What follows belongs to an exercise in optimizing a design on an open flow for small area, a short achievable clock period and few clock cycles per item; a production flow would make more cautious choices.
At most, simulation tests tie the RTL to the original design; equivalence was not proved.
For run 4, only the layout was checked, not whether the RTL still works.
Power figures rest on the tool's default switching activity, not on a simulated workload.

**config.mk**
```make
export PLATFORM = sky130hd
export DESIGN_NAME = indent_dedent_tracker_core
export DESIGN_NICKNAME = indent_dedent_tracker_core
export VERILOG_FILES = /design/flow/design.v
export SDC_FILE = /design/flow/constraint.sdc
export NUM_CORES = 4
export LEC_CHECK = 0
export CAP_MARGIN = 20
export CORE_MARGIN = 2
export CORE_UTILIZATION = 40
export PLACE_DENSITY = 0.6
export SLEW_MARGIN = 20
```
**constraint.sdc**
```tcl
create_clock -name core_clock -period 5.0 [get_ports {clk}]
set_input_delay 1.0000 -clock core_clock [delete_from_list [all_inputs] [get_ports {clk}]]
set_output_delay 1.0000 -clock core_clock [all_outputs]
set_load 0.01 [all_outputs]
```
**design.v**
```verilog
`default_nettype none
package idt_pkg;
	localparam int LEVEL_BITS = 12;
	localparam int IN_COL_BITS = 12;
	typedef enum logic [1:0] {
		KIND_INDENT = 2'd0,
		KIND_DEDENT = 2'd1,
		KIND_ERROR  = 2'd2
	} token_kind_t;
	typedef enum logic [1:0] {
		ERR_NONE     = 2'd0,
		ERR_DEPTH    = 2'd1,
		ERR_MISMATCH = 2'd2
	} error_code_t;
	typedef struct packed {
		logic                  last;
		logic [LEVEL_BITS-1:0] level;
		error_code_t           code;
		token_kind_t           kind;
	} result_t;
endpackage
`default_nettype wire
`default_nettype none
module idt_stack_ram #(
	parameter int DEPTH = 64,
	parameter int WIDTH = 12
) (
	input  wire logic             clk,
	input  wire logic             push,
	input  wire logic             pop,
	input  wire logic [WIDTH-1:0] wr_data,
	output logic      [WIDTH-1:0] top,
	output logic      [WIDTH-1:0] second
);
	localparam int N = DEPTH - 1;
	logic [WIDTH-1:0] mem [N];
	always_ff @(posedge clk) begin
		if (push) begin
			mem[0] <= wr_data;
			for (int i = 1; i < N; i++) mem[i] <= mem[i-1];
		end else if (pop) begin
			for (int i = 0; i < N - 1; i++) mem[i] <= mem[i+1];
		end
	end
	assign top    = mem[0];
	assign second = mem[1];
endmodule
`default_nettype wire
`default_nettype none
module idt_ctrl #(
	parameter int STACK_DEPTH = 64,
	parameter int COLUMN_BITS = 12
) (
	input  wire logic                   clk,
	input  wire logic                   arst_n,
	input  wire logic                   in_valid,
	output logic                        in_take,
	input  wire logic [COLUMN_BITS-1:0] in_col,
	input  wire logic                   in_skip,
	output logic                        out_valid,
	input  wire logic                   out_ready,
	output idt_pkg::result_t            out_res,
	output logic                        st_push,
	output logic                        st_pop,
	input  wire logic [COLUMN_BITS-1:0] st_top,
	input  wire logic [COLUMN_BITS-1:0] st_second
);
	localparam int DW = $clog2(STACK_DEPTH);
	localparam int LB = idt_pkg::LEVEL_BITS;
	logic [DW-1:0]          d_q, d_d;
	logic                   ge1_q, ge1_d;    
	logic                   ge2_q, ge2_d;    
	logic                   full_q, full_d;  
	logic                   halted_q, halted_d;
	logic                   busy_q, busy_d;  
	logic                   errp_q, errp_d;  
	logic [COLUMN_BITS-1:0] col_q, col_d;
	logic                   out_valid_q, out_valid_d;
	idt_pkg::result_t       out_res_q, out_res_d;
	logic                   out_free;
	logic [COLUMN_BITS-1:0] top, sec, col_e;
	logic                   in_gt, in_lt, sec_gt, sec_eq;
	assign out_free = !out_valid_q || out_ready;
	assign top      = ge1_q ? st_top : '0;
	assign sec      = ge2_q ? st_second : '0;
	assign col_e    = busy_q ? col_q : in_col;
	assign in_gt    = in_col > top;
	assign in_lt    = in_col < top;
	assign sec_gt   = sec > col_e;
	assign sec_eq   = sec == col_e;
	assign out_valid = out_valid_q;
	assign out_res   = out_res_q;
	always_comb begin
		d_d         = d_q;
		halted_d    = halted_q;
		busy_d      = busy_q;
		errp_d      = errp_q;
		col_d       = col_q;
		out_valid_d = out_valid_q && !out_ready;
		out_res_d   = out_res_q;
		in_take     = 1'b0;
		st_push     = 1'b0;
		st_pop      = 1'b0;
		if (errp_q) begin
			if (out_free) begin
				errp_d         = 1'b0;
				halted_d       = 1'b1;
				out_valid_d    = 1'b1;
				out_res_d.last  = 1'b1;
				out_res_d.level = LB'(top);
				out_res_d.code  = idt_pkg::ERR_MISMATCH;
				out_res_d.kind  = idt_pkg::KIND_ERROR;
			end
		end else if (busy_q) begin
			if (out_free) begin
				st_pop = 1'b1;
			end
		end else if (in_valid && out_free) begin
			in_take = 1'b1;
			col_d   = in_col;
			if (halted_q) begin
				out_valid_d    = 1'b1;
				out_res_d.last  = 1'b1;
				out_res_d.level = LB'(top);
				out_res_d.code  = idt_pkg::ERR_NONE;
				out_res_d.kind  = idt_pkg::KIND_ERROR;
			end else if (!in_skip) begin
				if (in_gt) begin
					out_valid_d = 1'b1;
					out_res_d.last = 1'b1;
					if (full_q) begin
						halted_d        = 1'b1;
						out_res_d.level = LB'(top);
						out_res_d.code  = idt_pkg::ERR_DEPTH;
						out_res_d.kind  = idt_pkg::KIND_ERROR;
					end else begin
						st_push         = 1'b1;
						out_res_d.level = LB'(in_col);
						out_res_d.code  = idt_pkg::ERR_NONE;
						out_res_d.kind  = idt_pkg::KIND_INDENT;
					end
				end else if (in_lt) begin
					st_pop = 1'b1;
				end
			end
		end
		if (st_pop) begin
			busy_d          = sec_gt;
			errp_d          = !sec_gt && !sec_eq;
			out_valid_d     = 1'b1;
			out_res_d.last  = sec_eq;
			out_res_d.level = LB'(sec);
			out_res_d.code  = idt_pkg::ERR_NONE;
			out_res_d.kind  = idt_pkg::KIND_DEDENT;
		end
		ge1_d  = ge1_q;
		ge2_d  = ge2_q;
		full_d = full_q;
		if (st_push) begin
			d_d    = d_q + DW'(1);
			ge1_d  = 1'b1;
			ge2_d  = ge1_q;
			full_d = d_q == DW'(STACK_DEPTH - 2);
		end else if (st_pop) begin
			d_d    = d_q - DW'(1);
			ge1_d  = ge2_q;
			ge2_d  = d_q >= DW'(3);
			full_d = 1'b0;
		end
	end
	always_ff @(posedge clk or negedge arst_n) begin
		if (!arst_n) begin
			d_q         <= '0;
			ge1_q       <= 1'b0;
			ge2_q       <= 1'b0;
			full_q      <= 1'b0;
			halted_q    <= 1'b0;
			busy_q      <= 1'b0;
			errp_q      <= 1'b0;
			out_valid_q <= 1'b0;
		end else begin
			d_q         <= d_d;
			ge1_q       <= ge1_d;
			ge2_q       <= ge2_d;
			full_q      <= full_d;
			halted_q    <= halted_d;
			busy_q      <= busy_d;
			errp_q      <= errp_d;
			out_valid_q <= out_valid_d;
		end
	end
	always_ff @(posedge clk) begin
		col_q     <= col_d;
		out_res_q <= out_res_d;
	end
endmodule
`default_nettype wire
`default_nettype none
module indent_dedent_tracker_core #(
	parameter int STACK_DEPTH = 64,
	parameter int COLUMN_BITS = 12
) (
	input  wire logic        clk,
	input  wire logic        arst_n,
	input  wire logic        s_tvalid,
	output logic             s_tready,
	input  wire logic [15:0] s_tdata,   
	input  wire logic [0:0]  s_tuser,   
	output logic             m_tvalid,
	input  wire logic        m_tready,
	output logic [15:0]      m_tdata,   
	output logic [1:0]       m_tuser,   
	output logic             m_tlast
);
	localparam int CB = idt_pkg::IN_COL_BITS;
	logic          head_v_q, rdy_q;
	logic [CB:0]   head_q, skid_q;    
	logic          acc, take;
	logic [CB:0]   in_item;
	assign s_tready = rdy_q;
	assign acc      = s_tvalid && rdy_q;
	assign in_item  = {s_tuser[0], s_tdata[CB-1:0]};
	always_ff @(posedge clk or negedge arst_n) begin
		if (!arst_n) begin
			head_v_q <= 1'b0;
			rdy_q    <= 1'b1;
		end else begin
			if (!head_v_q || take) begin
				head_v_q <= !rdy_q || acc;
				rdy_q    <= 1'b1;
			end else begin
				rdy_q    <= rdy_q && !acc;
			end
		end
	end
	always_ff @(posedge clk) begin
		if (!head_v_q || take) begin
			head_q <= rdy_q ? in_item : skid_q;
		end
		if (rdy_q) begin
			skid_q <= in_item;
		end
	end
	idt_pkg::result_t       res;
	logic                   push, pop;
	logic [COLUMN_BITS-1:0] st_top, st_second;
	idt_ctrl #(
		.STACK_DEPTH (STACK_DEPTH),
		.COLUMN_BITS (COLUMN_BITS)
	) u_ctrl (
		.clk       (clk),
		.arst_n    (arst_n),
		.in_valid  (head_v_q),
		.in_take   (take),
		.in_col    (head_q[CB-1:0]),
		.in_skip   (head_q[CB]),
		.out_valid (m_tvalid),
		.out_ready (m_tready),
		.out_res   (res),
		.st_push   (push),
		.st_pop    (pop),
		.st_top    (st_top),
		.st_second (st_second)
	);
	idt_stack_ram #(
		.DEPTH (STACK_DEPTH),
		.WIDTH (COLUMN_BITS)
	) u_stack (
		.clk     (clk),
		.push    (push),
		.pop     (pop),
		.wr_data (head_q[CB-1:0]),
		.top     (st_top),
		.second  (st_second)
	);
	assign m_tdata = {2'b00, res.level, res.code};
	assign m_tuser = res.kind;
	assign m_tlast = res.last;
endmodule
`default_nettype wire
```
**run.sh**
```bash
#!/bin/bash
# synth_recipe.tcl (not shown) runs the flow's synth.tcl, then flattens the netlist and writes it again
# the make line also repeats each setting of config.mk as NAME=value (left out here)
make -C /OpenROAD-flow-scripts/flow DESIGN_CONFIG=/design/flow/config.mk WORK_HOME=/design/flow/orfs CLKGATE_MAP_FILE= SYNTH_SCRIPT=/design/flow/synth_recipe.tcl finish
```
==> impl_results.md, run 1 <==
* Top cells by area, synth: edfxtp_1, mux2_1, mux2_2
* Clk_skew at between 20 and 30 ps
* Final Hold Viols at 0
* Antenna cells at 0
* Cell Area, Synth at 35,900 um^2
* Worst slew pin tran at between 800 and 900 ps
* Post-Syn Area per Cell at between 15 and 20 um^2
* Die Span Y at around 300 um
* Yosys cell types at 56
* WP buf/inv at 1
* Cell taking the most area after synthesis: edfxtp_1
* Max-slew headroom at 0.401
* Max-cap viol count at 0
* Internal power at ~14 mW
* Yosys top cell area share at 0.664
* H-tree depth at 3
* PwrDens at approximately 520 nW/um^2
* Root buf cell: clkbuf_16
* Hold Buf Count CTS at 0
* Synth warn at 4
* Total power at approximately 21 mW
* Final number of setup-violating endpoints at 0
* TritonRoute pass-1 iters at 5
* Number of global-route vias before repair at roughly 17,000
* Sequential power share at 0.462
* P_sw at between 6 and 7 mW
* Largest net degree at the start of global routing at approximately 110
* Fraction of registers with async set/reset at 0.0182
* Multi-input gate area at around 10,000 um^2
* Min Clock Period, post-route at 4230 ps
* Area of the die at between 90,000 and 100,000 um^2
* Yosys reg bits at ~830
* Worst hold path type: reg -> reg
* Routability congestion estimate at ~0.8
* Fin crit share at 0.847
* Clk sink count at 826
* Post-DP HPWL at roughly 33,000 um
* Gr busiest metal: met2
* Max Fanout on Critical Path at 20
* Die Wd at around 300 um
* Startpoint types: flip-flop
* Fin util at 0.450
* Register area share after synthesis at 0.684
* Placeable Area at 88,600 um^2
* Highest-count cells in the layout ignoring fill and taps: edfxtp_1, mux2_1, mux2_2
* Overflow after GRT at 0
* CTS-repair resized insts at 0
* Vias per cell at between 5 and 6
* Via count at approximately 16,000
* Port-buffer cells at 35
* Slowest cell delay on critical path at 900 ps
* Worst-path clk slew at around 60 ps
* Cell Chain, Critical Path: nand2_1 > ha_1 > nand4_1 > o41ai_2 > or4_4 > a31oi_4 > inv_1 > fa_1 > a21o_1 > a21oi_1 > xnor2_1 > mux2_2
* Setup Buffers After CTS at 0
* Overall Global Routing Usage at 0.114
* DR WL/cell at ~17 um
* Commonest non-fill, non-tap cell in the layout: edfxtp_1
* Number of flops mapped to enable cells by yosys at approximately 790
* Routed Antenna Nets at 0
* Max Fclk at about 0.24 GHz
* Setup CP Type: reg -> reg
* Maximum root-to-sink buffer count at 3
* WL final at 53,500 um
* GR Util met1 at 0.157
* Top delay family on crit path: flip-flops
* Cells after synthesis at between 1,500 and 2,000
* Number of DRC markers in iteration 0 at roughly 920
* Worst Path Arrival at roughly 4800 ps
* Slew Viols, Final at 0
* Met2 usage at 0.182
* CP Data Required Time at around 5500 ps
* Initial Utilization at 0.405
* # IOs at 42
* Nets@finish at ~2,000
* Layout area overhead at 11.1%
* CTS Buf Count at between 80 and 90
* DRC violations left at 0
* GRT met3 Usage at 0.0243
* Filler cell count at ~7,600
* Layout cells sized above 1 at 0.167
* Register area at approximately 25,000 um^2
* Combinational share of power at 0.237
* LEAKAGE at between 8 and 9 nW
* FP Rows at around 110
* Worst VDD drop at approximately 0.37 mV
* Clock latency (worst-skew pair) at around 630 ps
* Ys flop type: edfxtp_1
* Worst path slowest cell: dfrtp_1
* Initial antenna violation count at 0
* CTS tree: done
* RSZ-0062 raised after global routing: no
* Outcome: timing/DRC/antenna clean
* First-pass GRT wire length at around 90,000 um
* Critical Path End Type: flip-flop
* Sw frac at 0.307
* Clk pwr share at 0.302
-- through the flow --
| step | setup slack (ps) | std cells | setup TNS, ps | cell area [um^2] | hold slack, ps |
|---|---|---|---|---|---|
| 2_1_floorplan | -8560 | 1923 | -6371250 | 36000 | 419 |
| 3_3_place_gp | 552 | 3065 | 0 | 37100 | 428 |
| 3_5_place_dp | 497 | 3065 | 0 | 37100 | 436 |
| 4_1_cts | 777 | 3218 | 0 | 39900 | 450 |
| 5_1_grt | 514 | 3218 | 0 | 39900 | 468 |
| 6_report | 766 | 3218 | 0 | 39900 | 444 |
-- kinds of logic (layout without fill, tap and decap cells) --
family | after synthesis | count (layout) | synth area share
other | 1 | 2 | 0.000104
muxes | 774 | 774 | 0.242
buffers and inverters | 113 | 243 | 0.0350
xor gates and xnor gates | 5 | 5 | 0.00122
DFF | 826 | 826 | 0.684
adders and majority gates | 29 | 29 | 0.0103
AOI/OAI and AO/OA | 68 | 68 | 0.0126
and+or+nand+nor | 106 | 106 | 0.0149
-- power groups by stage --
stage          logic, mW  clock network, mW  registers, mW
2_1_floorplan       2.46                  0           9.24
3_3_place_gp        4.86                  0           9.76
3_5_place_dp        5.04                  0           9.78
4_1_cts             5.05               6.50           9.64
5_1_grt             5.46               6.76           9.68
6_report            4.94               6.29           9.63
-- layer usage --
layer	vias to the layer above	wire (um)
met1	8189	25900
li1	7668	-
met3	79	1680
met5	-	0
met2	180	24900
met4	0	1080
-- cell usage after synthesis (5+ instances only) --
cell type	instances
buf_8	54
buf_4	16
nand2b_1	5
dfxtp_1	17
mux2_2	161
ha_1	28
mux2i_1	13
clkbuf_1	12
buf_6	8
nand4_1	5
and2_1	12
buf_12	6
inv_1	12
o211ai_1	10
dfrtp_1	14
mux2_1	600
nand3_1	23
a21oi_1	22
o21ai_0	10
buf_2	5
edfxtp_1	794
nor2_1	19
nand2_1	28
-- layout make-up --
| type | count | share of cell area |
|---|---|---|
| well taps | 1165 | 0.0365 |
| clock buffers | 103 | 0.0579 |
| flip-flops and latches | 826 | 0.616 |
| inverters | 12 | 0.00122 |
| multi-input cells | 984 | 0.255 |
| clock inverters | 50 | 0.0119 |
| repair buffers | 78 | 0.0216 |
-- flip-flops by register name (all words and copies together) (netlist names), 6 cells and up --
name / flops
u_stack.mem: 756
u_ctrl.d_q: 6
skid_q: 13
u_ctrl.out_res_q: 17
u_ctrl.col_q: 12
head_q: 13
-- final timing paths --
check / slack [ps] / start / end / depth (start not counted)
setup / recovery: 770 / u_ctrl.ge1_q$_DFFE_PN0P_ / u_ctrl.d_q[4]$_DFFE_PN0P_ / 12
hold / removal: 440 / u_stack.mem[61][6]$_DFFE_PP_ / u_stack.mem[62][6]$_DFFE_PN_ / 0
setup reg to reg: 770 / u_ctrl.ge1_q$_DFFE_PN0P_ / u_ctrl.d_q[4]$_DFFE_PN0P_ / 12
hold reg to reg: 440 / u_stack.mem[61][6]$_DFFE_PP_ / u_stack.mem[62][6]$_DFFE_PN_ / 0
max in group asynchronous: 3700 / arst_n / u_ctrl.ge2_q$_DFFE_PN0P_ / 1
min in group asynchronous: 820 / arst_n / u_ctrl.d_q[2]$_DFFE_PN0P_ / 1
Testbench counts, summed over its fixed seeds: cycles 5,306, lines 4,800.
==> run 2, diff against run 1 <==
--- a/design.v
+++ b/design.v
@@ -26,6 +26,7 @@
 	parameter int WIDTH = 12
 ) (
 	input  wire logic             clk,
+	input  wire logic             arst_n,
 	input  wire logic             push,
 	input  wire logic             pop,
 	input  wire logic [WIDTH-1:0] wr_data,
@@ -34,13 +35,20 @@
 );
 	localparam int N = DEPTH - 1;
 	logic [WIDTH-1:0] mem [N];
+	logic hold;
+	assign hold = !push && !pop;
+	always_ff @(posedge clk or negedge arst_n) begin
+		if (!arst_n) begin
+			mem[0] <= '0;
+		end else begin
+			mem[0] <= ({WIDTH{push}} & wr_data) | ({WIDTH{pop}} & mem[1]) | ({WIDTH{hold}} & mem[0]);
+		end
+	end
 	always_ff @(posedge clk) begin
-		if (push) begin
-			mem[0] <= wr_data;
-			for (int i = 1; i < N; i++) mem[i] <= mem[i-1];
-		end else if (pop) begin
-			for (int i = 0; i < N - 1; i++) mem[i] <= mem[i+1];
-		end
+		for (int i = 1; i < N - 1; i++) begin
+			mem[i] <= ({WIDTH{push}} & mem[i-1]) | ({WIDTH{pop}} & mem[i+1]) | ({WIDTH{hold}} & mem[i]);
+		end
+		mem[N-1] <= ({WIDTH{push}} & mem[N-2]) | ({WIDTH{hold}} & mem[N-1]);
 	end
 	assign top    = mem[0];
 	assign second = mem[1];
@@ -68,8 +76,6 @@
 	localparam int DW = $clog2(STACK_DEPTH);
 	localparam int LB = idt_pkg::LEVEL_BITS;
 	logic [DW-1:0]          d_q, d_d;
-	logic                   ge1_q, ge1_d;    
-	logic                   ge2_q, ge2_d;    
 	logic                   full_q, full_d;  
 	logic                   halted_q, halted_d;
 	logic                   busy_q, busy_d;  
@@ -81,8 +87,8 @@
 	logic [COLUMN_BITS-1:0] top, sec, col_e;
 	logic                   in_gt, in_lt, sec_gt, sec_eq;
 	assign out_free = !out_valid_q || out_ready;
-	assign top      = ge1_q ? st_top : '0;
-	assign sec      = ge2_q ? st_second : '0;
+	assign top      = st_top;
+	assign sec      = st_second;
 	assign col_e    = busy_q ? col_q : in_col;
 	assign in_gt    = in_col > top;
 	assign in_lt    = in_col < top;
@@ -153,26 +159,18 @@
 			out_res_d.code  = idt_pkg::ERR_NONE;
 			out_res_d.kind  = idt_pkg::KIND_DEDENT;
 		end
-		ge1_d  = ge1_q;
-		ge2_d  = ge2_q;
 		full_d = full_q;
 		if (st_push) begin
 			d_d    = d_q + DW'(1);
-			ge1_d  = 1'b1;
-			ge2_d  = ge1_q;
 			full_d = d_q == DW'(STACK_DEPTH - 2);
 		end else if (st_pop) begin
 			d_d    = d_q - DW'(1);
-			ge1_d  = ge2_q;
-			ge2_d  = d_q >= DW'(3);
 			full_d = 1'b0;
 		end
 	end
 	always_ff @(posedge clk or negedge arst_n) begin
 		if (!arst_n) begin
 			d_q         <= '0;
-			ge1_q       <= 1'b0;
-			ge2_q       <= 1'b0;
 			full_q      <= 1'b0;
 			halted_q    <= 1'b0;
 			busy_q      <= 1'b0;
@@ -180,8 +178,6 @@
 			out_valid_q <= 1'b0;
 		end else begin
 			d_q         <= d_d;
-			ge1_q       <= ge1_d;
-			ge2_q       <= ge2_d;
 			full_q      <= full_d;
 			halted_q    <= halted_d;
 			busy_q      <= busy_d;
@@ -267,6 +263,7 @@
 		.WIDTH (COLUMN_BITS)
 	) u_stack (
 		.clk     (clk),
+		.arst_n  (arst_n),
 		.push    (push),
 		.pop     (pop),
 		.wr_data (head_q[CB-1:0]),
--- a/config.mk
+++ b/config.mk
@@ -9,4 +9,5 @@
 export CORE_MARGIN = 2
 export CORE_UTILIZATION = 40
 export PLACE_DENSITY = 0.6
+export SETUP_SLACK_MARGIN = 3.2
 export SLEW_MARGIN = 20
==> run 2 against run 1 <==
Against the previous run:
- worst setup slack improved by 1200 ps
- critical path type unchanged
- largest power group is now combinational logic
- wire length increased by 73%
- first-iteration DRC count increased by 130%
- final cell count increased by 27%
- largest cell class unchanged
- final area increased by 7.2%
==> impl_results.md, run 2 <==
* Nets@finish at 3,028 (was 2,040)
* CTS tree: done (unchanged)
* Critical Path End Type: flip-flop (unchanged)
* Max Fanout on Critical Path at 21 (was 20)
* Sequential power share at 0.242 (was 0.462)
* Setup CP Type: reg -> reg (unchanged)
* Combinational family with the most area after synthesis: compound AO/OA/AOI/OAI gates (was multiplexers)
* Final Hold Viols at 0 (unchanged)
* Commonest non-fill, non-tap cell in the layout: dfxtp_1 (was edfxtp_1)
* Startpoint types: flip-flop (unchanged)
* Highest-count cells in the layout ignoring fill and taps: dfxtp_1, a221o_1, and2_1 (was edfxtp_1, mux2_1, mux2_2)
* Synth Area in XOR/XNOR at 0.00109 (was 0.00122)
* PwrDens at 749 nW/um^2 (was 523 nW/um^2)
* Reg with most FFs: u_stack.mem (unchanged)
* R2R setup slack at 1930 ps (was 770 ps)
* Synth Area in Adders at 0.0116 (was 0.0103)
* Clock latency (worst-skew pair) at 650 ps (was 630 ps)
* LEAKAGE at 17.6 nW (was 8.88 nW)
* Cell taking the most area after synthesis: dfxtp_1 (was edfxtp_1)
* Top-count cell post-synth: dfxtp_1 (was edfxtp_1)
* Root buf cell: clkbuf_16 (unchanged)
* Multiplexer share of the synthesized area at 0.0131 (was 0.242)
* Slew Viols, Final at 0 (unchanged)
* Number of flops mapped to enable cells by yosys at 38 (was 794)
* Place WS at 1060 ps (was 497 ps)
* Largest register FFs at 756 (unchanged)
* Yosys reg bits at 824 (was 826)
* Register area share after synthesis at 0.531 (was 0.684)
* Worst setup margin at 1930 ps (was 766 ps)
* Sw frac at 0.358 (was 0.307)
* CP Data Required Time at 5520 ps (about the same)
* Ys flop type: dfxtp_1 (was edfxtp_1)
* FP Rows at 103 (was 109)
* FF-to-FF End: u_stack.mem[57][0]$_DFF_P_ (was u_ctrl.d_q[4]$_DFFE_PN0P_)
* Antenna cells at 0 (unchanged)
* Initial Utilization at 0.405 (about the same)
* Top cells by area, synth: dfxtp_1, a221o_1, and2_1 (was edfxtp_1, mux2_1, mux2_2)
* Layout cells sized above 1 at 0.183 (was 0.167)
* Initial antenna violation count at 0 (unchanged)
* Fraction of registers with async set/reset at 0.0303 (was 0.0182)
* Worst slew pin tran at 993 ps (was 898 ps)
* Cell Area, Synth at 32,000 um^2 (was 35,900 um^2)
* Min Clock Period, post-route at 3070 ps (was 4230 ps)
* Combinational share of power at 0.548 (was 0.237)
* DR WL/cell at 22.6 um (was 16.6 um)
* Overall Global Routing Usage at 0.212 (was 0.114)
* Die Span Y at 287 um (was 304 um)
* Setup TNS at 0 ps (unchanged)
* Die Wd at 287 um (was 304 um)
* Vias per cell at 6.04 (was 5.01)
* # IOs at 42 (unchanged)
* Top Registers: u_stack.mem x756, u_ctrl.out_res_q x17 (unchanged)
* First-pass GRT wire length at 141,000 um (was 88,500 um)
* Hold Path Depth at 2 (was 0)
* Layout area overhead at 33.5% (was 11.1%)
* CTS Buf Count at 87 (was 88)
* Top cells by count, synth: dfxtp_1, a221o_1, and2_1 (was edfxtp_1, mux2_1, mux2_2)
* Worst hold path type: reg -> reg (unchanged)
* Worst VDD drop at 0.400 mV (was 0.375 mV)
* Largest net degree at the start of global routing at 102 (was 114)
* Hold Buf Count CTS at 0 (unchanged)
* P_sw at 11.5 mW (was 6.41 mW)
* Worst-path clk slew at 60 ps (about the same)
* Compound-cell area share of the yosys netlist at 0.249 (was 0.0126)
* Synth warn at 4 (unchanged)
* Max-cap viol count at 0 (unchanged)
* Clk pwr share at 0.209 (was 0.302)
* Final number of setup-violating endpoints at 0 (unchanged)
* Outcome: timing/DRC/antenna clean (unchanged)
* RSZ-0062 raised after global routing: yes (was no)
* Routability congestion estimate at 0.792 (was 0.813)
* Number of DRC markers in iteration 0 at 2,110 (was 922)
* WHS Endpoint: u_ctrl.out_res_q[1]$_SDFFE_PN0P_ (was u_stack.mem[62][6]$_DFFE_PN_)
* Placeable Area at 79,100 um^2 (was 88,600 um^2)
* Via count at 24,700 (was 16,100)
* R2R cell count at 12 (unchanged)
* Worst Path Arrival at 3590 ps (was 4750 ps)
* TritonRoute pass-1 iters at 6 (was 5)
* Internal power at 20.6 mW (was 14.5 mW)
* Routed Antenna Nets at 0 (unchanged)
* Fin crit share at 0.615 (was 0.847)
* WL final at 92,700 um (was 53,500 um)
* Post-DP HPWL at 31,700 um (was 33,100 um)
* Overflow after GRT at 0 (unchanged)
* Maximum root-to-sink buffer count at 3 (unchanged)
* Hold Startpoint: u_ctrl.out_res_q[1]$_SDFFE_PN0P_ (was u_stack.mem[61][6]$_DFFE_PP_)
* DRC violations left at 0 (unchanged)
* Max-slew headroom at 0.336 (was 0.401)
* Yosys top cell area share at 0.476 (was 0.664)
* Cells after synthesis at 2,786 (was 1,922)
* Yosys cell types at 53 (was 56)
* Clk_skew at 15.3 ps (was 27.4 ps)
* Max Fclk at 0.325 GHz (was 0.236 GHz)
* FF-to-FF Start: head_q[1]$_DFFE_PP_ (was u_ctrl.ge1_q$_DFFE_PN0P_)
* Post-Syn Area per Cell at 11.5 um^2 (was 18.7 um^2)
* Clk sink count at 824 (was 826)
* Number of global-route vias before repair at 24,400 (was 16,900)
* Port-buffer cells at 35 (unchanged)
* Area of the die at 82,400 um^2 (was 92,200 um^2)
* Post-synthesis simple-gate area fraction at 0.152 (was 0.0149)
* H-tree depth at 3 (unchanged)
## run 2: cell count changes after synthesis, sizes merged, moves of 19 or more
cell | before | now
a221o | 0 | 745
edfxtp | 794 | 38
mux2 | 761 | 16
and2 | 12 | 708
nand3 | 24 | 5
buf | 89 | 156
clkbuf | 12 | 104
dfxtp | 17 | 761
and3 | 1 | 26
## run 2: critical path, stage by stage, from the launching register on
cell,delay (ps)
edfxtp_1,450
ha_1,340
nor2b_4,130
o211ai_1,270
a211oi_4,130
buf_6,150
o41ai_4,320
a21oi_4,150
buf_12,190
buf_12,180
buf_12,130
buf_16,150
a221o_1,320
## run 2: cell type report
| type | instances | area [um^2] |
|---|---|---|
| clock buffers | 125 | 2540 |
| clock inverters | 32 | 420 |
| fillers | 6493 | 36400 |
| inverters | 24 | 103 |
| multi-input cells | 1680 | 14100 |
| flip-flops and latches | 824 | 17000 |
| well taps | 1050 | 1310 |
| repair buffers | 361 | 7290 |
## run 2: layer usage
layer / GRT usage / wire (um) / vias to the layer above
met5: 0 / 0 / -
met4: 0.0737 / 2770 / 0
met3: 0.0303 / 4410 / 179
met2: 0.345 / 43600 / 673
met1: 0.288 / 42000 / 12700
li1: - / - / 11200
## run 2: power groups by stage
stage	logic [mW]	clock network, mW	registers [mW]
finish	17.6	6.71	7.76
global route	18.2	7.10	7.82
CTS	15.8	6.80	7.74
detailed placement	5.95	0	7.90
global placement	5.79	0	7.88
floorplan	5.39	0	7.76
## run 2: worst max path at each step
stage / cells after the start / to / from / slack (ps)
2_1_floorplan: 14 / u_ctrl.d_q[5]$_DFFE_PN0P_ / m_tready / 1780
3_3_place_gp: 12 / u_ctrl.d_q[5]$_DFFE_PN0P_ / m_tready / 1140
3_5_place_dp: 11 / u_ctrl.d_q[5]$_DFFE_PN0P_ / m_tready / 1060
4_1_cts: 12 / u_stack.mem[35][8]$_DFF_P_ / head_q[1]$_DFFE_PP_ / 2000
5_1_grt: 12 / u_ctrl.d_q[5]$_DFFE_PN0P_ / head_q[1]$_DFFE_PP_ / 1880
6_report: 12 / u_stack.mem[57][0]$_DFF_P_ / head_q[1]$_DFFE_PP_ / 1930
## run 2: cell families (layout without fill, tap and decap cells)
logic type	count (synthesis)	after routing
AO/OA/AOI/OAI	811	811
XOR/XNOR	4	4
adder cells (fa/ha/maj)	29	29
buffers and inverters	284	542
flip-flops	824	824
multiplexers	40	40
other	1	2
AND/OR/NAND/NOR	793	794
## run 2: timing repair
| item | 4_1_cts | 5_1_grt |
|---|---|---|
| setup buffers | 93 | 33 |
| resized for setup | 326 | 55 |
| gates cloned | 137 | 36 |
| pin swaps | 33 | 30 |
| setup endpoints to repair | 842 | 841 |
## run 2: through the flow
stage | power, mW | area, um^2 | util | hold slack (ps) | instances
finish | 32.0 | 42800 | 0.540 | 454 | 4096
detailed placement | 13.8 | 32900 | 0.416 | 445 | 3640
CTS | 30.3 | 41400 | 0.524 | 456 | 4027
global route | 33.1 | 42800 | 0.540 | 484 | 4096
floorplan | 13.1 | 32500 | - | 434 | 2787
global placement | 13.7 | 32900 | 0.416 | 441 | 3640
Testbench counts of run 2, summed over its fixed seeds: cycles 5,306, lines 4,800.
==> run 3, diff against run 2 <==
--- a/config.mk
+++ b/config.mk
@@ -9,5 +9,4 @@
 export CORE_MARGIN = 2
 export CORE_UTILIZATION = 40
 export PLACE_DENSITY = 0.6
-export SETUP_SLACK_MARGIN = 3.2
 export SLEW_MARGIN = 20
==> run 3 against run 2 <==
Against the previous run:
- via count decreased by 13%
- critical path type unchanged
- flip-flop and latch count unchanged
- total power decreased by 36%
- largest cell class unchanged
==> impl_results.md, run 3 <==
* Outcome: timing/DRC/antenna clean (unchanged)
* Final number of setup-violating endpoints at 0 (unchanged)
* Commonest non-fill, non-tap cell in the layout: dfxtp_1 (unchanged)
* Min Clock Period, post-route at 4080 ps (was 3070 ps)
* Slew Viols, Final at 0 (unchanged)
* FF-to-FF End: u_stack.mem[59][6]$_DFF_P_ (was u_stack.mem[57][0]$_DFF_P_)
* Overall Global Routing Usage at 0.143 (was 0.212)
* First-pass GRT wire length at 103,000 um (was 141,000 um)
* Layout cells sized above 1 at 0.0736 (was 0.183)
* Fraction of registers with async set/reset at 0.0303 (unchanged)
* Overflow after GRT at 0 (unchanged)
* Cell mode on critical path: buf_12 (unchanged)
* TritonRoute pass-1 iters at 5 (was 6)
* Worst slew pin tran at 844 ps (was 993 ps)
* Max-slew headroom at 0.431 (was 0.336)
* Top Registers: u_stack.mem x756, u_ctrl.out_res_q x17 (unchanged)
* Cell Chain, Critical Path: ha_1 > a21oi_1 > o21ai_0 > o31a_2 > buf_12 > a21oi_4 > buf_12 > buf_16 > a221o_1 (was ha_1 > nor2b_4 > o211ai_1 > a211oi_4 > buf_6 > o41ai_4 > a21oi_4 > buf_12 > buf_12 > buf_12 > buf_16 > a221o_1)
* RSZ-0062 raised after global routing: no (was yes)
* Top delay family on crit path: compound AO/OA/AOI/OAI gates (unchanged)
* Hold Buf Count CTS at 0 (unchanged)
* Slowest cell delay on critical path at 560 ps (was 450 ps)
* WP buf/inv at 3 (was 5)
* Largest net degree at the start of global routing at 364 (was 102)
* Max-cap viol count at 0 (unchanged)
* Number of DRC markers in iteration 0 at 1,549 (was 2,110)
* Filler cell count at 7,191 (was 6,493)
* Placed cells at 3,645 (was 3,640)
* Initial antenna violation count at 0 (unchanged)
* Yosys reg bits at 824 (unchanged)
* CTS Buf Count at 87 (unchanged)
* Nets@finish at 2,736 (was 3,028)
* Port-buffer cells at 35 (unchanged)
* Final Hold Viols at 0 (unchanged)
* Crit path depth at 9 (was 12)
* Yosys top cell area share at 0.476 (unchanged)
* Setup TNS at 0 ps (unchanged)
* LEAKAGE at 14.3 nW (was 17.6 nW)
* Routability congestion estimate at 0.845 (was 0.792)
* Highest-count cells in the layout ignoring fill and taps: dfxtp_1, a221o_1, and2_1 (unchanged)
* Reg with most FFs: u_stack.mem (unchanged)
* Critical Path End Type: flip-flop (unchanged)
* Antenna cells at 0 (unchanged)
* Via count at 21,500 (was 24,700)
* R2R cell count at 9 (was 12)
* Largest register FFs at 756 (unchanged)
* Cell Area, Synth at 32,000 um^2 (unchanged)
* # IOs at 42 (unchanged)
* Hold Path Depth at 2 (unchanged)
* R2R setup slack at 920 ps (was 1930 ps)
* Setup CP Type: reg -> reg (unchanged)
* PwrDens at 568 nW/um^2 (was 749 nW/um^2)
* DRC violations left at 0 (unchanged)
* DR WL/cell at 15.6 um (was 22.6 um)
* Post-Syn Area per Cell at 11.5 um^2 (unchanged)
* Die Wd at 287 um (unchanged)
* Synth warn at 4 (unchanged)
* Root buf cell: clkbuf_16 (unchanged)
* WL final at 59,300 um (was 92,700 um)
* Worst Path Arrival at 4630 ps (was 3590 ps)
* Clk_skew at 22.5 ps (was 15.3 ps)
* Worst path slowest cell: buf_16 (was edfxtp_1)
* WHS Endpoint: u_ctrl.out_res_q[1]$_SDFFE_PN0P_ (unchanged)
* Max Fclk at 0.245 GHz (was 0.325 GHz)
* Area of the die at 82,400 um^2 (unchanged)
* Top cells by count, synth: dfxtp_1, a221o_1, and2_1 (unchanged)
* Post-DP HPWL at 31,800 um (was 31,700 um)
* H-tree depth at 3 (unchanged)
* Setup Buffers After CTS at 0 (was 93)
* FF-to-FF Start: head_q[11]$_DFFE_PP_ (was head_q[1]$_DFFE_PP_)
* Yosys cell types at 53 (unchanged)
* Number of global-route vias before repair at 20,700 (was 24,400)
* CTS-repair resized insts at 0 (was 326)
* Hold Startpoint: u_ctrl.out_res_q[1]$_SDFFE_PN0P_ (unchanged)
* Non-filler instance count after layout at 3,810 (was 4,096)
* Placeable Area at 79,100 um^2 (unchanged)
* CP Data Required Time at 5560 ps (was 5520 ps)
* Placement Cell Area at 32,900 um^2 (about the same)
* Layout area overhead at 12.4% (was 33.5%)
* Worst VDD drop at 0.722 mV (was 0.400 mV)
* Worst hold path type: reg -> reg (unchanged)
* Routed Antenna Nets at 0 (unchanged)
* Number of flops mapped to enable cells by yosys at 38 (unchanged)
* Max Fanout on Critical Path at 195 (was 21)
* Register area share after synthesis at 0.531 (unchanged)
* Top cells by area, synth: dfxtp_1, a221o_1, and2_1 (unchanged)
* Ys flop type: dfxtp_1 (unchanged)
* Initial Utilization at 0.405 (unchanged)
* Top-count cell post-synth: dfxtp_1 (unchanged)
* Worst-path clk slew at 60 ps (about the same)
* Maximum root-to-sink buffer count at 3 (unchanged)
* FP Rows at 103 (unchanged)
* Startpoint types: flip-flop (unchanged)
* Post-Layout Inst Area at 36,000 um^2 (was 42,800 um^2)
* Cells after synthesis at 2,786 (unchanged)
* Cell taking the most area after synthesis: dfxtp_1 (unchanged)
* Clock latency (worst-skew pair) at 630 ps (was 650 ps)
* Vias per cell at 5.63 (was 6.04)
* CTS tree: done (unchanged)
* Die Span Y at 287 um (unchanged)
* Fin crit share at 0.815 (was 0.615)
* Clk sink count at 824 (unchanged)
-- run 3: logic make-up (layout without fill, tap and decap cells) --
kind of cell / count (synthesis) / in the layout / share of synthesized area
and+or+nand+nor: 793 / 793 / 0.152
xor gates and xnor gates: 4 / 4 / 0.00109
adders and majority gates: 29 / 29 / 0.0116
buffers and inverters: 284 / 257 / 0.0419
AOI/OAI and AO/OA: 811 / 811 / 0.249
DFF: 824 / 824 / 0.531
other: 1 / 2 / 0.000117
muxes: 40 / 40 / 0.0131
-- run 3: power by group --
group / internal [mW] / switching, mW
sequential: 7.31 / 0.444
clock: 4.09 / 2.66
combinational: 1.58 / 4.38
total: 13.0 / 7.48
-- run 3: how the worst max path moves through the flow --
| stage | from | to |
|---|---|---|
| after global placement | m_tready | u_stack.mem[42][5]$_DFF_P_ |
| after detailed placement | m_tready | u_stack.mem[27][3]$_DFF_P_ |
| after floorplan | m_tready | u_ctrl.d_q[5]$_DFFE_PN0P_ |
| final | head_q[11]$_DFFE_PP_ | u_stack.mem[59][6]$_DFF_P_ |
| after CTS | head_q[1]$_DFFE_PP_ | u_stack.mem[41][4]$_DFF_P_ |
| after global routing | head_q[11]$_DFFE_PP_ | u_stack.mem[37][4]$_DFF_P_ |
-- run 3: layer usage --
metal / track usage / wire (um) / share of wire
met1: 0.199 / 29300 / 0.49
met2: 0.226 / 26700 / 0.45
met3: 0.0272 / 1980 / 0.033
met4: 0.0441 / 1250 / 0.021
met5: 0 / 0 / 0
-- run 3: final cells by class --
cell class                      instances  area [um^2]  share of cell area
Timing Repair Buffer                   70          828              0.0230
Sequential cell                       824        17000               0.472
Multi-Input combinational cell       1679        13700               0.381
Tap cell                             1050         1310              0.0365
Inverter                               24         91.3             0.00254
Clock buffer                          137         2700              0.0750
Clock inverter                         26          373              0.0104
-- run 3: worst min-delay path, delay by kind of cell (launching register included) --
kind	cells	cell delay (ps)
AOI/OAI and AO/OA	1	50
buffers and inverters	1	50
DFF	1	310
-- run 3: metrics by stage --
step,utilization,power [mW],setup WS [ps],hold slack (ps)
4_1_cts,0.454,20.7,968,466
6_report,0.455,20.5,924,460
2_1_floorplan,-,12.5,1310,434
5_1_grt,0.455,21.7,567,487
3_5_place_dp,0.416,13.8,760,450
3_3_place_gp,0.416,13.6,843,437
==> run 4, diff against run 3 <==
--- a/design.v
+++ b/design.v
@@ -65,6 +65,7 @@
 	output logic                        in_take,
 	input  wire logic [COLUMN_BITS-1:0] in_col,
 	input  wire logic                   in_skip,
+	input  wire logic [COLUMN_BITS-1:0] in_nxt_col,
 	output logic                        out_valid,
 	input  wire logic                   out_ready,
 	output idt_pkg::result_t            out_res,
@@ -80,18 +81,23 @@
 	logic                   halted_q, halted_d;
 	logic                   busy_q, busy_d;  
 	logic                   errp_q, errp_d;  
+	logic [DW-1:0]          owe_q, owe_d;    
+	logic                   owing;           
 	logic [COLUMN_BITS-1:0] col_q, col_d;
 	logic                   out_valid_q, out_valid_d;
 	idt_pkg::result_t       out_res_q, out_res_d;
 	logic                   out_free;
 	logic [COLUMN_BITS-1:0] top, sec, col_e;
 	logic                   in_gt, in_lt, sec_gt, sec_eq;
+	logic                   gt_q, lt_q, gt_d, lt_d;
+	logic                   head_load;
 	assign out_free = !out_valid_q || out_ready;
+	assign owing    = owe_q != '0;
 	assign top      = st_top;
 	assign sec      = st_second;
 	assign col_e    = busy_q ? col_q : in_col;
-	assign in_gt    = in_col > top;
-	assign in_lt    = in_col < top;
+	assign in_gt    = gt_q;
+	assign in_lt    = lt_q;
 	assign sec_gt   = sec > col_e;
 	assign sec_eq   = sec == col_e;
 	assign out_valid = out_valid_q;
@@ -101,6 +107,7 @@
 		halted_d    = halted_q;
 		busy_d      = busy_q;
 		errp_d      = errp_q;
+		owe_d       = owe_q;
 		col_d       = col_q;
 		out_valid_d = out_valid_q && !out_ready;
 		out_res_d   = out_res_q;
@@ -121,6 +128,19 @@
 			if (out_free) begin
 				st_pop = 1'b1;
 			end
+			if (in_valid && (in_skip || in_col == col_q)) begin
+				in_take = 1'b1;
+				owe_d   = owe_q + DW'(1);
+			end
+		end else if (owing) begin
+			if (out_free) begin
+				owe_d          = owe_q - DW'(1);
+				out_valid_d    = 1'b1;
+				out_res_d.last  = 1'b1;
+				out_res_d.level = LB'(top);
+				out_res_d.code  = idt_pkg::ERR_NONE;
+				out_res_d.kind  = idt_pkg::KIND_ERROR;
+			end
 		end else if (in_valid && out_free) begin
 			in_take = 1'b1;
 			col_d   = in_col;
@@ -150,9 +170,33 @@
 				end
 			end
 		end
+		head_load = in_take || !in_valid;
+		if (head_load) begin
+			if (st_push) begin
+				gt_d = in_nxt_col > in_col;
+				lt_d = in_nxt_col < in_col;
+			end else if (st_pop) begin
+				gt_d = in_nxt_col > sec;
+				lt_d = in_nxt_col < sec;
+			end else begin
+				gt_d = in_nxt_col > top;
+				lt_d = in_nxt_col < top;
+			end
+		end else begin
+			if (st_pop) begin
+				gt_d = in_col > sec;
+				lt_d = in_col < sec;
+			end else begin
+				gt_d = in_col > top;
+				lt_d = in_col < top;
+			end
+		end
 		if (st_pop) begin
 			busy_d          = sec_gt;
 			errp_d          = !sec_gt && !sec_eq;
+			if (sec_eq) begin
+				owe_d = '0;
+			end
 			out_valid_d     = 1'b1;
 			out_res_d.last  = sec_eq;
 			out_res_d.level = LB'(sec);
@@ -175,6 +219,7 @@
 			halted_q    <= 1'b0;
 			busy_q      <= 1'b0;
 			errp_q      <= 1'b0;
+			owe_q       <= '0;
 			out_valid_q <= 1'b0;
 		end else begin
 			d_q         <= d_d;
@@ -182,11 +227,14 @@
 			halted_q    <= halted_d;
 			busy_q      <= busy_d;
 			errp_q      <= errp_d;
+			owe_q       <= owe_d;
 			out_valid_q <= out_valid_d;
 		end
 	end
 	always_ff @(posedge clk) begin
 		col_q     <= col_d;
+		gt_q      <= gt_d;
+		lt_q      <= lt_d;
 		out_res_q <= out_res_d;
 	end
 endmodule
@@ -250,6 +298,7 @@
 		.in_take   (take),
 		.in_col    (head_q[CB-1:0]),
 		.in_skip   (head_q[CB]),
+		.in_nxt_col (rdy_q ? in_item[CB-1:0] : skid_q[CB-1:0]),
 		.out_valid (m_tvalid),
 		.out_ready (m_tready),
 		.out_res   (res),
==> run 4 against run 3 <==
Against the previous run:
- worst hold slack got worse by 17 ps
- synthesized cell count rose by 36%
- combinational power fell by 71%
- sequential power fell by 6.8%
- die area rose by 3.1%
- worst setup slack improved by 620 ps
- wire length rose by 13%
- critical path depth rose by 3
- fmax rose by 18%
- register-to-register slack improved by 640 ps
- final cell count rose by 27%
- count of clock-buffer cells in the layout fell by 9
==> impl_results.md, run 4 <==
* Highest-count cells in the layout ignoring fill and taps: nand2_1, dfxtp_1, a22oi_1 (was dfxtp_1, a221o_1, and2_1)
* Synth warn at 4 (unchanged)
* Placed cells at 4,658 (was 3,645)
* Critical Path End Type: flip-flop (unchanged)
* FP Rows at 105 (was 103)
* Slew Viols, Final at 0 (unchanged)
* Fraction of registers with async set/reset at 0.0373 (was 0.0303)
* Worst Path Arrival at 3960 ps (was 4630 ps)
* Yosys top cell area share at 0.462 (was 0.476)
* Routed Antenna Nets at 0 (unchanged)
* Top cells by area, synth: dfxtp_1, nand2_1, a22oi_1 (was dfxtp_1, a221o_1, and2_1)
* DRC violations left at 0 (unchanged)
* PwrDens at 429 nW/um^2 (was 568 nW/um^2)
* Ys flop type: dfxtp_1 (unchanged)
* Vias per cell at 5.27 (was 5.63)
* First-pass GRT wire length at 114,000 um (was 103,000 um)
* CTS-repair resized insts at 0 (unchanged)
* Overall Global Routing Usage at 0.154 (was 0.143)
* Initial Utilization at 0.403 (was 0.405)
* Max-slew headroom at 0.304 (was 0.431)
* Largest register FFs at 756 (unchanged)
* Filler cell count at 7,869 (was 7,191)
* FF-to-FF Start: u_ctrl.owe_q[1]$_DFF_PN0_ (was head_q[11]$_DFFE_PP_)
* Top Registers: u_stack.mem x756, u_ctrl.out_res_q x17 (unchanged)
* Nets@finish at 3,781 (was 2,736)
* Yosys reg bits at 832 (was 824)
* Clock latency (worst-skew pair) at 650 ps (was 630 ps)
* TritonRoute pass-1 iters at 5 (unchanged)
* Layout cells sized above 1 at 0.0546 (was 0.0736)
* Root buf cell: clkbuf_16 (unchanged)
* Register area at 17,200 um^2 (was 17,000 um^2)
* Post-Syn Area per Cell at 8.72 um^2 (was 11.5 um^2)
* Routability congestion estimate at 0.808 (was 0.845)
* # IOs at 42 (unchanged)
* Clk_skew at 30.9 ps (was 22.5 ps)
* Final number of setup-violating endpoints at 0 (unchanged)
* CTS Buf Count at 91 (was 87)
* Worst hold path type: reg -> reg (unchanged)
* Worst slew pin tran at 1040 ps (was 844 ps)
* Number of flops mapped to enable cells by yosys at 38 (unchanged)
* Min Clock Period, post-route at 3450 ps (was 4080 ps)
* Non-filler instance count after layout at 4,822 (was 3,810)
* Area of the die at 84,900 um^2 (was 82,400 um^2)
* DR WL/cell at 13.9 um (was 15.6 um)
* FF-to-FF End: u_ctrl.d_q[5]$_DFFE_PN0P_ (was u_stack.mem[59][6]$_DFF_P_)
* R2R cell count at 13 (was 9)
* Die Wd at 291 um (was 287 um)
* Layout area overhead at 12.4% (about the same)
* Cell Area, Synth at 33,000 um^2 (was 32,000 um^2)
* H-tree depth at 3 (unchanged)
* Outcome: timing/DRC/antenna clean (unchanged)
* Setup CP Type: in -> reg (was reg -> reg)
* Startpoint types: input port (was flip-flop)
* Overflow after GRT at 0 (unchanged)
* Fin crit share at 0.690 (was 0.815)
* Crit path to: u_ctrl.d_q[5]$_DFFE_PN0P_ (was u_stack.mem[59][6]$_DFF_P_)
* WL final at 67,100 um (was 59,300 um)
* Reg with most FFs: u_stack.mem (unchanged)
* Cell taking the most area after synthesis: dfxtp_1 (unchanged)
* Max-cap viol count at 0 (unchanged)
* Top-count cell post-synth: nand2_1 (was dfxtp_1)
* Fin util at 0.453 (was 0.455)
* Cells after synthesis at 3,790 (was 2,786)
* Number of global-route vias before repair at 23,100 (was 20,700)
* Hold Buf Count CTS at 0 (unchanged)
* LEAKAGE at 16.4 nW (was 14.3 nW)
* R2R setup slack at 1560 ps (was 920 ps)
* CTS tree: done (unchanged)
* Multi-input gate area at 14,400 um^2 (was 13,700 um^2)
* Max Fclk at 0.290 GHz (was 0.245 GHz)
* Largest net degree at the start of global routing at 202 (was 364)
* CP Launch Point: m_tready (was head_q[11]$_DFFE_PP_)
* Hold Startpoint: u_ctrl.out_res_q[0]$_SDFFE_PP1P_ (was u_ctrl.out_res_q[1]$_SDFFE_PN0P_)
* Maximum root-to-sink buffer count at 3 (unchanged)
* Yosys cell types at 62 (was 53)
* Initial antenna violation count at 4 (was 0)
* Number of DRC markers in iteration 0 at 2,266 (was 1,549)
* Total power at 15.9 mW (was 20.5 mW)
* Max Fanout on Critical Path at 12 (was 195)
* Worst-path clk slew at 50 ps (was 60 ps)
* CP Data Required Time at 5500 ps (was 5560 ps)
* Final Hold Viols at 0 (unchanged)
* Post-DP HPWL at 39,100 um (was 31,800 um)
* Register area share after synthesis at 0.520 (was 0.531)
* RSZ-0062 raised after global routing: no (unchanged)
* Port-buffer cells at 35 (unchanged)
* Setup Buffers After CTS at 0 (unchanged)
* Setup TNS at 0 ps (unchanged)
* Die Span Y at 291 um (was 287 um)
* Commonest non-fill, non-tap cell in the layout: nand2_1 (was dfxtp_1)
* Clk sink count at 832 (was 824)
* Placeable Area at 82,000 um^2 (was 79,100 um^2)
* Antenna cells at 0 (unchanged)
* Worst VDD drop at 0.277 mV (was 0.722 mV)
* Via count at 25,400 (was 21,500)
* Top cells by count, synth: nand2_1, dfxtp_1, a22oi_1 (was dfxtp_1, a221o_1, and2_1)
run 4: stage by stage:
step / hold WS (ps) / cell area [um^2] / worst slack [ps]
after global placement: 434 / 33900 / 985
after global routing: 465 / 37100 / 1230
after floorplan: 435 / 33000 / 1650
after CTS: 453 / 37100 / 1580
final: 443 / 37100 / 1550
after detailed placement: 444 / 33900 / 934
run 4: final cells by class:
class                           count  area share
Timing Repair Buffer               67      0.0214
Clock inverter                     36      0.0139
Tap cell                         1070      0.0361
Inverter                           46     0.00465
Clock buffer                      128      0.0731
Sequential cell                   832       0.463
Multi-Input combinational cell   2643       0.388
run 4: worst min path at each step:
stage / depth (start not counted) / end
floorplan: 2 / u_stack.mem[61][0]$_DFF_P_
global placement: 2 / u_ctrl.out_res_q[0]$_SDFFE_PP1P_
detailed placement: 2 / u_ctrl.out_res_q[0]$_SDFFE_PP1P_
CTS: 2 / u_ctrl.out_res_q[0]$_SDFFE_PP1P_
global route: 2 / u_ctrl.out_res_q[0]$_SDFFE_PP1P_
finish: 2 / u_ctrl.out_res_q[0]$_SDFFE_PP1P_
run 4: worst max-delay path, cell delays in order:
cell and delay (ps):
clkdlybuf4s50_1 410, nor2b_1 460, nor3_1 160, and4_4 230, inv_1 460, ha_1 350, a21o_1 150, a21oi_1 240
o21ai_0 170, nor2_1 110, a21oi_1 50, xnor2_1 150
run 4: kinds of logic after synthesis:
kind of cell    after synthesis  synth area share
simple gates               1621             0.191
compound gates              895             0.200
flops                       832             0.520
buf+inv                     316            0.0442
fa+ha+maj                    79            0.0302
mux                          29           0.00939
xor+xnor                     17           0.00451
other cells                   1          0.000114
run 4: report_power, final:
part,switching (mW),internal (mW),total (mW)
Combinational,1.00,0.695,1.70
Clock,2.70,4.31,7.02
Sequential,0.268,6.95,7.22
run 4: layer usage:
layer	vias to the layer above	track usage	routed length, um
met5	-	0	43
met2	313	0.240	29800
met1	12000	0.214	33200
li1	13000	-	-
met3	119	0.0289	2330
met4	6	0.0514	1750
==> run 5, diff against run 4 <==
--- a/design.v
+++ b/design.v
@@ -23,35 +23,78 @@
 `default_nettype none
 module idt_stack_ram #(
 	parameter int DEPTH = 64,
-	parameter int WIDTH = 12
+	parameter int WIDTH = 12,
+	parameter int LOW   = 6
 ) (
 	input  wire logic             clk,
 	input  wire logic             arst_n,
 	input  wire logic             push,
 	input  wire logic             pop,
+	input  wire logic             zin,
+	input  wire logic             zout,
 	input  wire logic [WIDTH-1:0] wr_data,
 	output logic      [WIDTH-1:0] top,
-	output logic      [WIDTH-1:0] second
+	output logic      [WIDTH-1:0] second,
+	output logic                  hs_eq_ht,   
+	output logic                  hs_is_0,    
+	output logic                  hs_is_1,    
+	output logic                  next_bit    
 );
-	localparam int N = DEPTH - 1;
-	logic [WIDTH-1:0] mem [N];
-	logic hold;
-	assign hold = !push && !pop;
+	localparam int N  = DEPTH - 1;
+	localparam int HW = WIDTH - LOW;
+	localparam int NB = N + (1 << HW) - 1;
+	logic [LOW-1:0] mem [N];
+	logic [HW-1:0]  ht_q, hs_q;
+	logic [NB-1:0]  bits;
+	logic hold, b_dn, b_up, b_hold, b_in;
+	assign hold   = !push && !pop;
+	assign b_dn   = push || zin;
+	assign b_up   = pop || zout;
+	assign b_hold = !b_dn && !b_up;
+	assign b_in   = push;
 	always_ff @(posedge clk or negedge arst_n) begin
 		if (!arst_n) begin
 			mem[0] <= '0;
 		end else begin
-			mem[0] <= ({WIDTH{push}} & wr_data) | ({WIDTH{pop}} & mem[1]) | ({WIDTH{hold}} & mem[0]);
+			mem[0] <= ({LOW{push}} & wr_data[LOW-1:0]) | ({LOW{pop}} & mem[1]) | ({LOW{hold}} & mem[0]);
 		end
 	end
 	always_ff @(posedge clk) begin
 		for (int i = 1; i < N - 1; i++) begin
-			mem[i] <= ({WIDTH{push}} & mem[i-1]) | ({WIDTH{pop}} & mem[i+1]) | ({WIDTH{hold}} & mem[i]);
+			mem[i] <= ({LOW{push}} & mem[i-1]) | ({LOW{pop}} & mem[i+1]) | ({LOW{hold}} & mem[i]);
 		end
-		mem[N-1] <= ({WIDTH{push}} & mem[N-2]) | ({WIDTH{hold}} & mem[N-1]);
+		mem[N-1] <= ({LOW{push}} & mem[N-2]) | ({LOW{hold}} & mem[N-1]);
 	end
-	assign top    = mem[0];
-	assign second = mem[1];
+	always_ff @(posedge clk) begin
+		bits[0] <= (b_dn & b_in) | (b_up & bits[1]) | (b_hold & bits[0]);
+		for (int i = 1; i < NB - 1; i++) begin
+			bits[i] <= (b_dn & bits[i-1]) | (b_up & bits[i+1]) | (b_hold & bits[i]);
+		end
+		bits[NB-1] <= (b_dn & bits[NB-2]) | (b_hold & bits[NB-1]);
+	end
+	always_ff @(posedge clk or negedge arst_n) begin
+		if (!arst_n) begin
+			ht_q <= '0;
+			hs_q <= '0;
+		end else begin
+			if (push) begin
+				ht_q <= wr_data[WIDTH-1:LOW];
+				hs_q <= ht_q;
+			end else if (pop) begin
+				ht_q <= hs_q;
+			end else if (zin) begin
+				hs_q <= hs_q + HW'(1);
+			end else if (zout) begin
+				hs_q <= hs_q - HW'(1);
+			end
+		end
+	end
+	assign top      = {ht_q, mem[0]};
+	assign second   = {hs_q, mem[1]};
+	assign hs_eq_ht = hs_q == ht_q;
+	assign hs_is_0  = hs_q == '0;
+	assign hs_is_1  = hs_q == HW'(1);
+	assign next_bit = bits[1];
 endmodule
 `default_nettype wire
 `default_nettype none
@@ -71,6 +114,12 @@
 	output idt_pkg::result_t            out_res,
 	output logic                        st_push,
 	output logic                        st_pop,
+	output logic                        st_zin,
+	output logic                        st_zout,
+	input  wire logic                   st_hs_eq_ht,
+	input  wire logic                   st_hs_is_0,
+	input  wire logic                   st_hs_is_1,
+	input  wire logic                   st_next_bit,
 	input  wire logic [COLUMN_BITS-1:0] st_top,
 	input  wire logic [COLUMN_BITS-1:0] st_second
 );
@@ -83,6 +132,7 @@
 	logic                   errp_q, errp_d;  
 	logic [DW-1:0]          owe_q, owe_d;    
 	logic                   owing;           
+	logic                   fix_q, fix_d;    
 	logic [COLUMN_BITS-1:0] col_q, col_d;
 	logic                   out_valid_q, out_valid_d;
 	idt_pkg::result_t       out_res_q, out_res_d;
@@ -114,7 +164,13 @@
 		in_take     = 1'b0;
 		st_push     = 1'b0;
 		st_pop      = 1'b0;
-		if (errp_q) begin
+		st_zin      = 1'b0;
+		st_zout     = 1'b0;
+		fix_d       = fix_q;
+		if (fix_q) begin
+			st_zout = 1'b1;
+			fix_d   = !st_next_bit && !st_hs_is_1;
+		end else if (errp_q) begin
 			if (out_free) begin
 				errp_d         = 1'b0;
 				halted_d       = 1'b1;
@@ -141,6 +197,8 @@
 				out_res_d.code  = idt_pkg::ERR_NONE;
 				out_res_d.kind  = idt_pkg::KIND_ERROR;
 			end
+		end else if (in_valid && out_free && !(st_hs_eq_ht || halted_q || in_skip || !in_gt || full_q)) begin
+			st_zin = 1'b1;
 		end else if (in_valid && out_free) begin
 			in_take = 1'b1;
 			col_d   = in_col;
@@ -192,6 +250,7 @@
 			end
 		end
 		if (st_pop) begin
+			fix_d           = !st_next_bit && !st_hs_is_0;
 			busy_d          = sec_gt;
 			errp_d          = !sec_gt && !sec_eq;
 			if (sec_eq) begin
@@ -220,6 +279,7 @@
 			busy_q      <= 1'b0;
 			errp_q      <= 1'b0;
 			owe_q       <= '0;
+			fix_q       <= 1'b0;
 			out_valid_q <= 1'b0;
 		end else begin
 			d_q         <= d_d;
@@ -228,6 +288,7 @@
 			busy_q      <= busy_d;
 			errp_q      <= errp_d;
 			owe_q       <= owe_d;
+			fix_q       <= fix_d;
 			out_valid_q <= out_valid_d;
 		end
 	end
@@ -286,7 +347,8 @@
 		end
 	end
 	idt_pkg::result_t       res;
-	logic                   push, pop;
+	logic                   push, pop, zin, zout;
+	logic                   hs_eq_ht, hs_is_0, hs_is_1, next_bit;
 	logic [COLUMN_BITS-1:0] st_top, st_second;
 	idt_ctrl #(
 		.STACK_DEPTH (STACK_DEPTH),
@@ -304,6 +366,12 @@
 		.out_res   (res),
 		.st_push   (push),
 		.st_pop    (pop),
+		.st_zin    (zin),
+		.st_zout   (zout),
+		.st_hs_eq_ht (hs_eq_ht),
+		.st_hs_is_0  (hs_is_0),
+		.st_hs_is_1  (hs_is_1),
+		.st_next_bit (next_bit),
 		.st_top    (st_top),
 		.st_second (st_second)
 	);
@@ -315,9 +383,15 @@
 		.arst_n  (arst_n),
 		.push    (push),
 		.pop     (pop),
+		.zin     (zin),
+		.zout    (zout),
 		.wr_data (head_q[CB-1:0]),
 		.top     (st_top),
-		.second  (st_second)
+		.second  (st_second),
+		.hs_eq_ht (hs_eq_ht),
+		.hs_is_0  (hs_is_0),
+		.hs_is_1  (hs_is_1),
+		.next_bit (next_bit)
 	);
 	assign m_tdata = {2'b00, res.level, res.code};
 	assign m_tuser = res.kind;
--- a/config.mk
+++ b/config.mk
@@ -9,4 +9,5 @@
 export CORE_MARGIN = 2
 export CORE_UTILIZATION = 40
 export PLACE_DENSITY = 0.6
+export SETUP_SLACK_MARGIN = 2.8
 export SLEW_MARGIN = 20
==> run 5 against run 4 <==
Against the previous run:
- first-iteration DRC count decreased by 4.3%
- total power is 18% higher
- core utilization is 16 points higher
- clock power down 31%
- critical endpoint is now u_ctrl.gt_q$_DFF_P_
- sequential share of layout area fell by 13 points
- die area down 24%
- sequential power down 23%
- flip-flop and latch count decreased by 239
- fmax is 26% higher
- worst hold slack worse by 35 ps
==> impl_results.md, run 5 <==
* Outcome: timing/DRC/antenna clean (unchanged)
* Max Fclk at 0.365 GHz (was 0.290 GHz)
* Via count at 23,900 (was 25,400)
* CTS Buf Count at 66 (was 91)
* CP Data Required Time at 5460 ps (was 5500 ps)
* Fin crit share at 0.548 (was 0.690)
* Startpoint types: flip-flop (was input port)
* Routed Antenna Nets at 0 (unchanged)
* Largest register FFs at 378 (was 756)
* Clock latency (worst-skew pair) at 620 ps (was 650 ps)
* Critical Path End Type: flip-flop (unchanged)
* Slew Viols, Final at 0 (unchanged)
* Die Wd at 253 um (was 291 um)
* Place WS at 1050 ps (was 934 ps)
* Total power at 18.9 mW (was 15.9 mW)
* Max-cap viol count at 0 (unchanged)
* RSZ-0062 raised after global routing: yes (was no)
* Root buf cell: clkbuf_16 (unchanged)
* Setup CP Type: reg -> reg (was in -> reg)
* Worst setup margin at 2260 ps (was 1550 ps)
* Register area share after synthesis at 0.501 (was 0.520)
* Yosys cell types at 71 (was 62)
* Die Span Y at 253 um (was 291 um)
* Port-buffer cells at 35 (unchanged)
* Yosys top cell area share at 0.416 (was 0.462)
* Worst slew pin tran at 620 ps (was 1040 ps)
* Number of flops mapped to enable cells by yosys at 38 (unchanged)
* Yosys reg bits at 593 (was 832)
* Post-DP HPWL at 32,000 um (was 39,100 um)
* Cell Chain, Critical Path: buf_12 > buf_4 > mux2_4 > ha_4 > a21o_1 > nand3_1 > a21oi_1 > a2111o_1 > a22oi_2 > a32oi_2 (was clkdlybuf4s50_1 > nor2b_1 > nor3_1 > and4_4 > inv_1 > ha_1 > a21o_1 > a21oi_1 > o21ai_0 > nor2_1 > a21oi_1 > xnor2_1)
* Highest-count cells in the layout ignoring fill and taps: nand2_1, dfxtp_1, a22oi_2 (was nand2_1, dfxtp_1, a22oi_1)
* Cells after synthesis at 2,813 (was 3,790)
* H-tree depth at 3 (unchanged)
* DRC violations left at 0 (unchanged)
* Placeable Area at 61,600 um^2 (was 82,000 um^2)
* Worst-path clk slew at 60 ps (was 50 ps)
* Hold Buf Count CTS at 0 (unchanged)
* Worst path slowest cell: dfstp_4 (was nor2b_1)
* Layout cells sized above 1 at 0.397 (was 0.0546)
* Max-slew headroom at 0.587 (was 0.304)
* FP Rows at 91 (was 105)
* Vias per cell at 5.97 (was 5.27)
* Slowest cell delay on critical path at 640 ps (was 460 ps)
* Worst Hold Slack at 408 ps (was 443 ps)
* TritonRoute pass-1 iters at 6 (was 5)
* Worst Path Arrival at 3200 ps (was 3960 ps)
* Antenna cells at 0 (unchanged)
* Top delay family on crit path: compound AO/OA/AOI/OAI gates (was simple AND/OR/NAND/NOR gates)
* Post-Syn Area per Cell at 8.83 um^2 (was 8.72 um^2)
* Clk_skew at 23.4 ps (was 30.9 ps)
* Routability congestion estimate at 0.881 (was 0.808)
* Initial Utilization at 0.403 (about the same)
* DR WL/cell at 23.5 um (was 13.9 um)
* Non-filler instance count after layout at 3,998 (was 4,822)
* Cell taking the most area after synthesis: dfxtp_1 (unchanged)
* CTS tree: done (unchanged)
* Initial antenna violation count at 0 (was 4)
* Top cells by area, synth: dfxtp_1, nand2_1, a22oi_1 (unchanged)
* Worst hold path type: in -> async (was reg -> reg)
* Number of DRC markers in iteration 0 at 2,169 (was 2,266)
* # IOs at 42 (unchanged)
* Final Hold Viols at 0 (unchanged)
* Clk sink count at 593 (was 832)
* WP buf/inv at 2 (unchanged)
* Fraction of registers with async set/reset at 0.0641 (was 0.0373)
* First-pass GRT wire length at 110,000 um (was 114,000 um)
* Min Clock Period, post-route at 2740 ps (was 3450 ps)
* Cell Area, Synth at 24,900 um^2 (was 33,000 um^2)
* Maximum root-to-sink buffer count at 3 (unchanged)
* LEAKAGE at 16.1 nW (was 16.4 nW)
* Setup TNS at 0 ps (unchanged)
* Area of the die at 64,100 um^2 (was 84,900 um^2)
* Number of global-route vias before repair at 20,500 (was 23,100)
* Max Fanout on Critical Path at 10 (was 12)
* Final number of setup-violating endpoints at 0 (unchanged)
* Commonest non-fill, non-tap cell in the layout: nand2_1 (unchanged)
* WL final at 94,000 um (was 67,100 um)
* Placed cells at 3,511 (was 4,658)
* Reg with most FFs: u_stack.mem (unchanged)
* Top Registers: u_stack.mem x378, u_stack.bits x126, u_ctrl.out_res_q x17 (was u_stack.mem x756, u_ctrl.out_res_q x17)
* Nets@finish at 3,218 (was 3,781)
* Top cells by count, synth: nand2_1, dfxtp_1, a22oi_1 (unchanged)
* Ys flop type: dfxtp_1 (unchanged)
* Layout area overhead at 51.5% (was 12.4%)
* Filler cell count at 4,476 (was 7,869)
* Synth warn at 4 (unchanged)
* PwrDens at 501 nW/um^2 (was 429 nW/um^2)
* Worst VDD drop at 0.316 mV (was 0.277 mV)
* Overall Global Routing Usage at 0.211 (was 0.154)
* Largest net degree at the start of global routing at 126 (was 202)
* Top-count cell post-synth: nand2_1 (unchanged)
* Overflow after GRT at 0 (unchanged)
[run 5: final timing paths]
| path | startpoint | to | slack (ps) | depth (start not counted) |
|---|---|---|---|---|
| worst max-delay path | rdy_q$_DFF_PN1_ | u_ctrl.gt_q$_DFF_P_ | 2260 | 10 |
| min in group core_clock | u_stack.mem[44][0]$_DFF_P_ | u_stack.mem[44][0]$_DFF_P_ | 460 | 2 |
| worst min-delay path | arst_n | head_v_q$_DFFE_PN0N_ | 410 | 1 |
| worst min register to register | u_stack.mem[44][0]$_DFF_P_ | u_stack.mem[44][0]$_DFF_P_ | 460 | 2 |
| worst max register to register | rdy_q$_DFF_PN1_ | u_ctrl.gt_q$_DFF_P_ | 2260 | 10 |
| max in group asynchronous | arst_n | u_ctrl.busy_q$_DFFE_PN0P_ | 4140 | 1 |
[run 5: cell type report]
| type | count | area, um^2 | area share |
|---|---|---|---|
| timing repair inverter | 3 | 33.8 | 0.000897 |
| clock buffer | 100 | 1980 | 0.0526 |
| multi-input combinational | 1981 | 14800 | 0.394 |
| timing repair buffer | 418 | 6950 | 0.185 |
| clock inverter | 15 | 146 | 0.00389 |
| inverter | 51 | 208 | 0.00552 |
| sequential | 593 | 12500 | 0.331 |
| tap | 837 | 1050 | 0.0278 |
[run 5: per-layer routing]
metal	GRT usage	wire length [um]	up-vias
met5	0	0	-
met4	0.0708	4480	0
met3	0.0333	7640	326
met2	0.353	44500	1154
met1	0.278	37400	11800
li1	-	-	10600
[run 5: timing repair]
item                                    CTS  global route
gates resized for setup                 277           883
endpoints found under the setup margin  610           589
cloned                                   53           119
pin swaps                                74           726
setup buffers                            97           103
[run 5: cell families after synthesis]
family          share of synthesized area
simple gates                        0.190
buf+inv                            0.0514
other cells                      0.000151
xor+xnor                          0.00846
flops                               0.501
compound gates                      0.195
fa+ha+maj                          0.0421
mux                                0.0123
[run 5: power by group]
| group | leakage [nW] | switching (mW) | internal (mW) |
|---|---|---|---|
| logic | 10.1 | 4.52 | 3.91 |
| clock network | 1.05 | 2.04 | 2.80 |
| registers | 4.98 | 0.397 | 5.18 |
[run 5: per-stage QoR]
stage,utilization,area (um^2)
2_1_floorplan,-,25200
3_3_place_gp,0.417,25700
3_5_place_dp,0.417,25700
4_1_cts,0.501,30900
5_1_grt,0.611,37700
6_report,0.611,37700
Testbench counts of run 5, summed over its fixed seeds: cycles 5,133, lines 4,800.

## re-timing with driven ports
The flow's constraints put no driver on any port. The routed layouts listed below were extracted and timed again, unchanged, in two steps. Step 1 assumes that a clkbuf_16 drives the clock port and a buf_2 every other input. Step 2 also shifts input and output timing later by t, the mid clock arrival at the registers, as if the neighbouring blocks saw the same clock. Slacks: no drivers / after step 1 / after step 2; pairs: no drivers / after step 1.
| run | shift t [ns] | setup slack, ns | worst data-port slew with drivers (ns) | cell pins on the clock port's net |
|---|---|---|---|---|
| run 1 | 0.682 | 0.766 / 0.766 / 0.548 | 0.04 | 1 |
| run 2 | 0.698 | 1.926 / 1.926 / 1.371 | 0.04 | 1 |
| run 3 | 0.678 | 0.924 / 0.924 / 0.551 | 0.03 | 1 |
| run 4 | 0.697 | 1.548 / 1.557 / 0.873 | 0.09 | 1 |
| run 5 | 0.669 | 2.259 / 2.259 / 1.659 | 0.04 | 1 |
After both steps every run listed still meets setup and hold. The setup slack of run 4, which loses most, moves by +0.009 ns with the drivers and by -0.675 ns with both steps.
